From an optimization exercise on the open Yosys and OpenROAD flow, aimed at small area and a short achievable clock period; shortcuts taken in it are not production practice. Only simulation tests tie the RTL to the original design; equivalence was not proved. Power is estimated from default activity; no workload was simulated.

== run 1 ==
// safety_periph_top
module safety_periph_top #(
  parameter safety_periph_pkg::addr_t PeriphBaseAddr  = 32'h0020_0000,
  parameter int unsigned              NumExtIrqs      = 16,
  parameter int unsigned              NumBusErrBits   = 2,
  parameter int unsigned              NumOutstanding  = 2,
  parameter int unsigned              NumStoredErrors = 8
) (
  input  logic                                clk_i,
  input  logic                                rst_n_i,
  input  logic                                s_awvalid_i,
  output logic                                s_awready_o,
  input  safety_periph_pkg::addr_t            s_awaddr_i,
  input  logic                                s_wvalid_i,
  output logic                                s_wready_o,
  input  safety_periph_pkg::data_t            s_wdata_i,
  input  logic [3:0]                          s_wstrb_i,
  output logic                                s_bvalid_o,
  input  logic                                s_bready_i,
  output logic [1:0]                          s_bresp_o,
  input  logic                                s_arvalid_i,
  output logic                                s_arready_o,
  input  safety_periph_pkg::addr_t            s_araddr_i,
  output logic                                s_rvalid_o,
  input  logic                                s_rready_i,
  output safety_periph_pkg::data_t            s_rdata_o,
  output logic [1:0]                          s_rresp_o,
  input  logic                                instr_req_i,
  input  logic                                instr_gnt_i,
  input  logic                                instr_rvalid_i,
  input  safety_periph_pkg::addr_t            instr_addr_i,
  input  logic [NumBusErrBits-1:0]            instr_err_i,
  input  logic                                data_req_i,
  input  logic                                data_gnt_i,
  input  logic                                data_rvalid_i,
  input  safety_periph_pkg::addr_t            data_addr_i,
  input  logic [NumBusErrBits-1:0]            data_err_i,
  input  logic                                shadow_req_i,
  input  logic                                shadow_gnt_i,
  input  logic                                shadow_rvalid_i,
  input  safety_periph_pkg::addr_t            shadow_addr_i,
  input  logic [NumBusErrBits-1:0]            shadow_err_i,
  input  logic [1:0]                          timer_irqs_i,
  input  logic [NumExtIrqs-1:0]               ext_irqs_i,
  output logic                                irq_valid_o,
  input  logic                                irq_ready_i,
  output logic [$clog2(NumExtIrqs+32)-1:0]    irq_id_o,
  output safety_periph_pkg::irq_level_t       irq_level_o
);
Size in the first run: roughly 3400 cells after synthesis, ~1500 flip-flops, about 290 I/O pins, roughly 58000 um2 of cells after synthesis.
clock: 40.0 ns
lec_check: 0
abc_area: 1
cap_margin: 20
core_margin: 2
core_utilization: 65
slew_margin: 20
standard.sh (not shown) runs the stock make flow with config.mk's settings and CLKGATE_MAP_FILE= SYNTH_SCRIPT=/design/flow/synth_recipe.tcl, a recipe that flattens the netlist after the stock synthesis.
==> flow/flow/run.sh <==
#!/bin/bash
# Layout: the standard flow (standard.sh, all steps) with these changes to
# how it is made, the SDC and its 40 ns clock unchanged:
#  - synthesis is the standard flow's own (flow/synth_area.tcl sources the same ORFS
#    synthesis) except that ABC maps the logic with flow/area.abc, an
#    area-only mapping (two rounds of choice computation and area
#    mapping after logic restructuring); registers are mapped before ABC, so they are the
#    standard synthesis's;
#  - the port buffers are plain sky130 buf_1 cells;
#  - the clock tree is built from clkbuf_8 cells, in clusters of at most 16
#    sinks within 60 um, without dummy loads;
#  - timing repair works on every path longer than 16.4 ns.
# The make output goes to standard.log; each ORFS step keeps its own log
# under orfs/logs.
set -euo pipefail
work=$(pwd)
export BUFFER_PORTS_ARGS="-buffer_cell sky130_fd_sc_hd__buf_1"
export CTS_ARGS="-sink_clustering_enable -repair_clock_nets -dont_use_dummy_load -buf_list sky130_fd_sc_hd__clkbuf_8 -sink_clustering_size 16 -sink_clustering_max_diameter 60"
export SETUP_SLACK_MARGIN=23.6
sed "s#SYNTH_SCRIPT=[^ ]*#SYNTH_SCRIPT=$work/flow/synth_area.tcl#" standard.sh > flow_standard.sh
grep -q "SYNTH_SCRIPT=$work/flow/synth_area.tcl" flow_standard.sh
bash flow_standard.sh > standard.log 2>&1
==> flow/flow/area.abc <==
strash
&get -n
&st
&syn3
&st
&dch -x
&nf -a -R 1000
&st
&dch -x
&nf -a -R 1000
&put
topo
==> flow/flow/synth_area.tcl <==
# The standard flow's synthesis (synth_recipe.tcl) with one change: ABC maps the logic with
# an area-only script (area.abc beside this file) instead of ORFS's abc_area.script.
# Registers are mapped before ABC runs, so they are the standard synthesis's.
set my_abc_script [file join [file dirname [file normalize [info script]]] area.abc]
proc abc {args} {
  set i [lsearch -exact $args -script]
  if {$i >= 0} { lset args [expr {$i + 1}] $::my_abc_script }
  yosys abc {*}$args
}
proc synth {args} { yosys synth -nofsm -noshare {*}$args }
source $::env(SCRIPTS_DIR)/synth.tcl
# left out here: clear keep_hierarchy, flatten, clean up, hide names made inside functions, write 1_2_yosys.v
What run 2 does differently from run 1 at the input level:
--- a/flow/flow/run.sh
+++ b/flow/flow/run.sh
@@ -4,6 +4,5 @@
 #  - synthesis is the standard flow's own (flow/synth_area.tcl sources the same ORFS
 #    synthesis) except that ABC maps the logic with flow/area.abc, an
-#    area-only mapping (two rounds of choice computation and area
-#    mapping after logic restructuring); registers are mapped before ABC, so they are the
+#    area-only mapping; registers are mapped before ABC, so they are the
 #    standard synthesis's;
 #  - the port buffers are plain sky130 buf_1 cells;
==> flow/flow/area.abc <==
strash
&get -n
&st
&dch
&nf -a
&put
topo
- The average cell area after synthesis of run 2 is lower than that of run 1.
- STATUS via count: run 2 wins against run 1
- Compared with run 1, switching power of the nets in run 2 decreased by a few percent.
- Run 1 → run 2: combined flip-flop and latch cell area essentially unchanged; finished layout cell area rose 0.70%; fraction of area in multi-input gates shows an increase of 0.73 points.
#### Input delta (run 3 over run 2)
==> flow/flow/run.sh <==
#!/bin/bash
# Layout: the standard flow (standard.sh, all steps) with these changes to
# how it is made, the SDC and its 40 ns clock unchanged:
#  - synthesis is the standard flow's own (flow/synth_area.tcl sources the same ORFS
#    synthesis) except that ABC maps the logic with flow/area.abc, an
#    area-only mapping (two rounds of choice computation and area
#    mapping after logic restructuring); registers are mapped before ABC, so they are the
#    standard synthesis's;
#  - the port buffers are plain sky130 buf_1 cells;
#  - the clock tree is built from clkbuf_8 cells, in clusters of at most 16
#    sinks within 60 um, without dummy loads;
#  - timing repair works on every path longer than 16.2 ns.
# The make output goes to standard.log; each ORFS step keeps its own log
# under orfs/logs.
set -euo pipefail
work=$(pwd)
export BUFFER_PORTS_ARGS="-buffer_cell sky130_fd_sc_hd__buf_1"
export CTS_ARGS="-sink_clustering_enable -repair_clock_nets -dont_use_dummy_load -buf_list sky130_fd_sc_hd__clkbuf_8 -sink_clustering_size 16 -sink_clustering_max_diameter 60"
export SETUP_SLACK_MARGIN=23.8
sed "s#SYNTH_SCRIPT=[^ ]*#SYNTH_SCRIPT=$work/flow/synth_area.tcl#" standard.sh > flow_standard.sh
grep -q "SYNTH_SCRIPT=$work/flow/synth_area.tcl" flow_standard.sh
bash flow_standard.sh > standard.log 2>&1
==> flow/flow/area.abc <==
strash
&get -n
&st
&syn3
&st
&dch -x
&nf -a -R 1000
&st
&dch -x
&nf -a -R 1000
&put
topo
- Power (run 3 over run 2): increase, 33 uW
- Re share of power burned in combinational logic: run 3 and run 2 aren't equal, and the higher value belongs to run 3.
- In the tables for run 3 and run 2, global-route usage reads lower with run 2.
- In run 3 the chip height turned out 1.9 um lower than in run 2.
- Run 2 → run 3: maximum resistive drop on vdd up 0.0081 mV, largest net degree at the start of global routing up 1.2%, synthesis-to-finish area growth up 0.64 points, number of buffers outside the clock class in the layout up 26.
For run 4, these inputs were changed with respect to run 3:
Settings: changing CAP_MARGIN from 20 to 10; changing SLEW_MARGIN from 20 to 10.
--- a/flow/flow/run.sh
+++ b/flow/flow/run.sh
@@ -10,5 +10,5 @@
 #  - the clock tree is built from clkbuf_8 cells, in clusters of at most 16
 #    sinks within 60 um, without dummy loads;
-#  - timing repair works on every path longer than 16.2 ns.
+#  - timing repair works on every path longer than 16.4 ns.
 # The make output goes to standard.log; each ORFS step keeps its own log
 # under orfs/logs.
@@ -17,5 +17,5 @@
 export BUFFER_PORTS_ARGS="-buffer_cell sky130_fd_sc_hd__buf_1"
 export CTS_ARGS="-sink_clustering_enable -repair_clock_nets -dont_use_dummy_load -buf_list sky130_fd_sc_hd__clkbuf_8 -sink_clustering_size 16 -sink_clustering_max_diameter 60"
-export SETUP_SLACK_MARGIN=23.8
+export SETUP_SLACK_MARGIN=23.6
 sed "s#SYNTH_SCRIPT=[^ ]*#SYNTH_SCRIPT=$work/flow/synth_area.tcl#" standard.sh > flow_standard.sh
 grep -q "SYNTH_SCRIPT=$work/flow/synth_area.tcl" flow_standard.sh
==> notes.md <==
Sum of routed wire segments on met1, run 4 and run 3, lower one = run 3. Run 3 leaves less setup margin than run 4. | met3 usage in global routing | run 4 vs run 3 | 0.16 points lower |. Going from run 3 to run 4, post-synthesis to final-layout area growth has remained practically unchanged, number of gates given a new drive strength after cts has decreased, share of final-layout standard cells stronger than drive strength 1 has decreased, number of global-route vias before repair has decreased.

Another version of the RTL of safety_periph_top (not shown whole).
For scale: roughly 290 I/O pins, about 59000 um^2 of cells after synthesis.
Settings: LEC_CHECK=0, ABC_AREA=1, CAP_MARGIN=20, CORE_MARGIN=2, CORE_UTILIZATION=65, SLEW_MARGIN=20; clock period 40.0 ns.
==> flow/flow/run.sh <==
#!/bin/bash
# Layout: the standard flow (standard.sh, all steps) with these changes to
# how it is made, the SDC and its 40 ns clock unchanged:
#  - synthesis is the standard flow's own (flow/synth_area.tcl sources the same ORFS
#    synthesis) except that ABC maps the logic with flow/area.abc, an
#    area-only mapping; registers are mapped before ABC, so they are the
#    standard synthesis's;
#  - the port buffers are plain sky130 buf_1 cells;
#  - the clock tree is built from clkbuf_8 cells without dummy loads;
#  - timing repair works on every path longer than 16.4 ns.
# The make output goes to standard.log; each ORFS step keeps its own log
# under orfs/logs.
set -euo pipefail
work=$(pwd)
export BUFFER_PORTS_ARGS="-buffer_cell sky130_fd_sc_hd__buf_1"
export CTS_ARGS="-sink_clustering_enable -repair_clock_nets -dont_use_dummy_load -buf_list sky130_fd_sc_hd__clkbuf_8"
export SETUP_SLACK_MARGIN=23.6
sed "s#SYNTH_SCRIPT=[^ ]*#SYNTH_SCRIPT=$work/flow/synth_area.tcl#" standard.sh > flow_standard.sh
grep -q "SYNTH_SCRIPT=$work/flow/synth_area.tcl" flow_standard.sh
bash flow_standard.sh > standard.log 2>&1
==> flow/flow/area.abc <==
strash
&get -n
&st
&dch
&nf -a
&put
topo
Scripts as last shown in full above: flow/flow/synth_area.tcl
Rerun with:
==> flow/flow/run.sh (replaced) <==
#!/bin/bash
# Layout: the standard flow (standard.sh, all steps), with two changes to
# how it is made: the port buffers are plain sky130 buf_1 cells, and the
# clock tree is built from clkbuf_8 cells without dummy loads.
# The make output goes to standard.log; each ORFS step keeps its own log
# under orfs/logs.
set -euo pipefail
export BUFFER_PORTS_ARGS="-buffer_cell sky130_fd_sc_hd__buf_1"
export CTS_ARGS="-sink_clustering_enable -repair_clock_nets -dont_use_dummy_load -buf_list sky130_fd_sc_hd__clkbuf_8"
bash standard.sh > standard.log 2>&1
removed: flow/flow/area.abc
removed: flow/flow/synth_area.tcl
After rerunning:
- The new run finished clean
- setup slack degrades by 0.10 ns
- first-iteration DRC count went down by a few percent
- clock skew came out lower by 0.027 ns
- utilization is lower by 1.1 points
- count of clock-buffer cells in the layout increases by 3
- total power goes up by a few percent
- fmax drops slightly
- register-to-register slack is better by 4.6 ns
- worst hold slack hardly moves
- via count grows by a few percent

what the ideal ports hide:
In the flow no input, the clock included, has a driving cell. The finished layouts below were timed again as built, in two steps. Step 1, drivers: a clkbuf_16 drives clk_i and a buf_2 each remaining input, both assumed. Step 2 moves the port delays by t, midway between the first and last clock arrival at a register: inputs arrive t later, outputs are due t later. That takes back most of the time a late clock gives input paths. a / b / c = ideal / step 1 / step 2; a / b = the first two.
run | shift t [ns] | setup WS [ns] | worst hold slack (ns) | worst slew at a driven data input, ns | pins driven straight from the clock port
run 1 | 0.853 | 23.547 / 23.485 / 23.485 | 0.538 / 0.538 / 0.538 | 0.12 | 1
run 2 | 0.845 | 23.601 / 23.550 / 23.550 | 0.485 / 0.485 / 0.485 | 0.14 | 1
run 3 | 0.853 | 23.547 / 23.485 / 23.485 | 0.538 / 0.538 / 0.538 | 0.12 | 1
run 4 | 0.877 | 23.553 / 23.494 / 23.494 | 0.529 / 0.529 / 0.529 | 0.11 | 1
the first run of note 2 | 0.938 | 23.121 / 23.053 / 23.556 | 0.479 / 0.479 / 0.479 | 0.15 | 1
the second run of note 2 | 0.968 | 23.017 / 22.982 / 22.982 | 0.478 / 0.478 / 0.478 | 0.15 | 1
After both steps setup and hold are still met in every run listed.
